What follows belongs to an exercise in optimizing a design on an open flow for small area, a short achievable clock period and few clock cycles; a production flow would make more cautious choices.
Where RTL was checked, it was by simulation tests only, not by an equivalence proof against the original.
Power figures rest on the tool's default switching activity, not on a simulated workload.

S:
// sixteen_lane_string_hash
module sixteen_lane_string_hash (
  input  wire logic                         clk,
  input  wire logic                         rst,
  input  wire logic                         s_tvalid,
  output      logic                         s_tready,
  input  wire logic [slsh_pkg::S_DATA_W-1:0] s_tdata,    
  input  wire logic                         s_tuser,    
  input  wire logic                         s_tlast,    
  output      logic                         m_tvalid,
  input  wire logic                         m_tready,
  output      logic [slsh_pkg::M_DATA_W-1:0] m_tdata,    
  output      logic                         m_tlast     
);
export LEC_CHECK = 0
export ABC_AREA = 1
export CAP_MARGIN = 20
export CORE_MARGIN = 2
export CORE_UTILIZATION = 40
export SLEW_MARGIN = 20
create_clock -name core_clock -period 17.0 [get_ports {clk}]
standard.sh (not shown) runs the stock make flow with config.mk's settings and CLKGATE_MAP_FILE= SYNTH_SCRIPT=/design/flow/synth_recipe.tcl, a recipe that flattens the netlist after the stock synthesis.
==> flow/flow/run.sh <==
#!/bin/bash
# Standard layout with two changes:
#  - between synthesis and floorplan, flow/polarity.py pushes inverters through
#    full-adder cells (a full adder is self-dual), removing most of the inverters
#    synthesis leaves between the adders of the carry-save trees; registers are
#    not touched;
#  - timing repair aims for the setup margin in flow/margin (ns) instead of the
#    default, so that the achieved period is pushed below the clock period.
# The constraints (constraint.sdc) are the standard flow's, unchanged.
set -euo pipefail
work=$(pwd)
res=$work/orfs/results/${FLOW_PLATFORM:-sky130hd}/sixteen_lane_string_hash/base
margin=$(cat flow/margin 2>/dev/null || echo 0)
bash standard.sh synth > "$work/synth.log" 2>&1
cp "$res/1_2_yosys.v" "$work/1_2_yosys.orig.v"
python3 flow/polarity.py "$work/1_2_yosys.orig.v" "$res/1_2_yosys.v" > "$work/polarity.log" 2>&1
bash standard.sh "SETUP_SLACK_MARGIN=$margin" finish > "$work/layout.log" 2>&1
test -f out/final.def
Other scripts of this flow, unchanged in this note and not shown: flow/flow/margin, flow/flow/polarity.py
Here is what was changed in the inputs of T compared with S.
--- a/flow/design.v
+++ b/flow/design.v
@@ -131,25 +131,25 @@
   logic [W-1:0]        o_w;
   logic [W-1:0]        a_nw;    
   logic [W-1:0]        a_hl;
   slsh_pkg::hex_text_t hex;    
   logic [W/4-1:0]      a_ge;    
   logic                a_last;
   slsh_pkg::lane_idx_t o_i;
   assign r_code   = slsh_pkg::code_of(r_byte);
   assign s_tready = !k_v;
   assign in_fire  = s_tvalid && !k_v;
   assign go       = !b_v;
   assign space_ok = !(|sl_last[L-2:0]);
-  assign take     = go && r_v && !(sl_last[0] && r_user) && (!r_last || space_ok);
+  assign take     = go && r_v && !sl_last[0] && (!r_last || space_ok);
   always_ff @(posedge clk) begin
     rst_q <= rst;
   end
   always_ff @(posedge clk) begin
     if (rst) begin
       r_v <= 1'b0;
       k_v <= 1'b0;
     end else begin
       if (!r_v || take) begin
         if (k_v) begin
           r_v <= 1'b1;
           k_v <= 1'b0;
==> comparison <==
Having completed the whole flow, T delivered a layout that passed the timing, DRC and antenna checks.
Taking S as the reference, in T synthesized area now sits at about the same level, instance area at placement flat, aggregate global-route resource usage dropped 0.54 points, number of placed instances with taps included shows no meaningful change, maximum clock rate +1.6%.
Hold slack delta (S -> T): insignificant
Testbench counts of T, summed over its fixed seeds: cycles 20,958.
Only the layout flow was run in S; the RTL was not checked for function there.

--- another note on this design; it stands on its own ---

v6:
==> flow/design.v (excerpt) <==
module sixteen_lane_string_hash (
  input  wire logic                         clk,
  input  wire logic                         rst,
  input  wire logic                         s_tvalid,
  output      logic                         s_tready,
  input  wire logic [slsh_pkg::S_DATA_W-1:0] s_tdata,    
  input  wire logic                         s_tuser,    
  input  wire logic                         s_tlast,    
  output      logic                         m_tvalid,
  input  wire logic                         m_tready,
  output      logic [slsh_pkg::M_DATA_W-1:0] m_tdata,    
  output      logic                         m_tlast     
);
Size: ~120 I/O pins, roughly 89000 um2 of cells after synthesis.
Settings: LEC_CHECK=0, ABC_CLOCK_PERIOD_IN_PS=8000, CAP_MARGIN=20, CORE_MARGIN=2, CORE_UTILIZATION=40, SLEW_MARGIN=20; clock period 17.0 ns.
standard.sh (not shown) runs the stock make flow with config.mk's settings and CLKGATE_MAP_FILE= SYNTH_SCRIPT=/design/flow/synth_recipe.tcl, a recipe that flattens the netlist after the stock synthesis.
==> flow/flow/run.sh <==
#!/bin/bash
# Standard layout with two changes:
#  - between synthesis and floorplan, flow/polarity.py pushes inverters through
#    full-adder cells (a full adder is self-dual), removing most of the inverters
#    synthesis leaves between the adders of the carry-save trees; registers are
#    not touched;
#  - timing repair aims for the setup margin in flow/margin (ns) instead of the
#    default, so that the achieved period is pushed below the clock period.
# The constraints (constraint.sdc) are the standard flow's, unchanged.
set -euo pipefail
work=$(pwd)
res=$work/orfs/results/${FLOW_PLATFORM:-sky130hd}/sixteen_lane_string_hash/base
margin=$(cat flow/margin 2>/dev/null || echo 0)
bash standard.sh synth > "$work/synth.log" 2>&1
cp "$res/1_2_yosys.v" "$work/1_2_yosys.orig.v"
python3 flow/polarity.py "$work/1_2_yosys.orig.v" "$res/1_2_yosys.v" > "$work/polarity.log" 2>&1
bash standard.sh "SETUP_SLACK_MARGIN=$margin" finish > "$work/layout.log" 2>&1
test -f out/final.def
Other scripts of this flow, unchanged in this note and not shown: flow/flow/margin, flow/flow/polarity.py
Testbench counts of v6, summed over its fixed seeds: cycles 20,958.
Input changes introduced in v7 (baseline for comparison: v6):
# v6
export LEC_CHECK = 0
export ABC_CLOCK_PERIOD_IN_PS = 8000
export CAP_MARGIN = 20
export CORE_MARGIN = 2
export CORE_UTILIZATION = 40
export SLEW_MARGIN = 20
create_clock -name core_clock -period 17.0 [get_ports {clk}]
# v7
export LEC_CHECK = 0
export ABC_AREA = 1
export CAP_MARGIN = 20
export CORE_MARGIN = 2
export CORE_UTILIZATION = 40
export SLEW_MARGIN = 20
export TNS_END_PERCENT = 5
create_clock -name core_clock -period 17.0 [get_ports {clk}]
### Flow results
- Summary of v7 over v6: reported leakage power went up by 26%; post-route non-filler standard cell count went up by 3541; count of non-CTS inverters in the layout went up by 1275; final critical delay including setup and external delays went down by 0.11 ns; via count went up by about 19%.
- Total power: v7 below v6
- Between v7 and v6, it is v7 whose number of antenna violations at the first check in global routing is lower, by 9.
- Looking only at area growth from synthesis to final layout, and setting everything else aside, the lower value of v6 and v7 goes to v7.
- Minimum setup slack in the final design: lower on v6
- Type of the worst setup path = flip-flop to flip-flop: v6; type of the worst setup path = flip-flop to primary output: v7
- v7 ends up with higher multi-input gate count than v6 does.
- Going from v6 to v7, routed wire length per instance shrinks by about 22%.

[afterwards: timing with drivers on the ports]
Ports are ideal in the flow. The routed layouts listed here were re-timed in OpenROAD. Step 1, drivers: a clkbuf_16 drives clk and a buf_2 each remaining input, both assumed. Step 2 also shifts input and output timing later by t, the mid clock arrival at the registers, as if the neighbouring blocks saw the same clock. Slacks: ideal / step 1 / step 2; pairs: ideal / step 1.
run | t, ns | slack for setup (ns) | worst hold slack (ns) | clock arrival spread, ns
S | 0.887 | 12.007 / 11.906 / 11.367 | 0.464 / 0.464 / 0.464 | 0.092 / 0.092
T | 0.880 | 12.085 / 11.987 / 11.519 | 0.466 / 0.466 / 0.466 | 0.068 / 0.068
v6 | 0.851 | 11.715 / 11.715 / 11.445 | 0.478 / 0.478 / 0.478 | 0.045 / 0.045
v7 | 0.878 | 11.822 / 11.726 / 11.529 | 0.466 / 0.466 / 0.466 | 0.068 / 0.068
After both steps setup and hold are still met in every run listed. The setup slack of S, which loses most, moves by -0.101 ns with the drivers and by -0.640 ns with both steps.
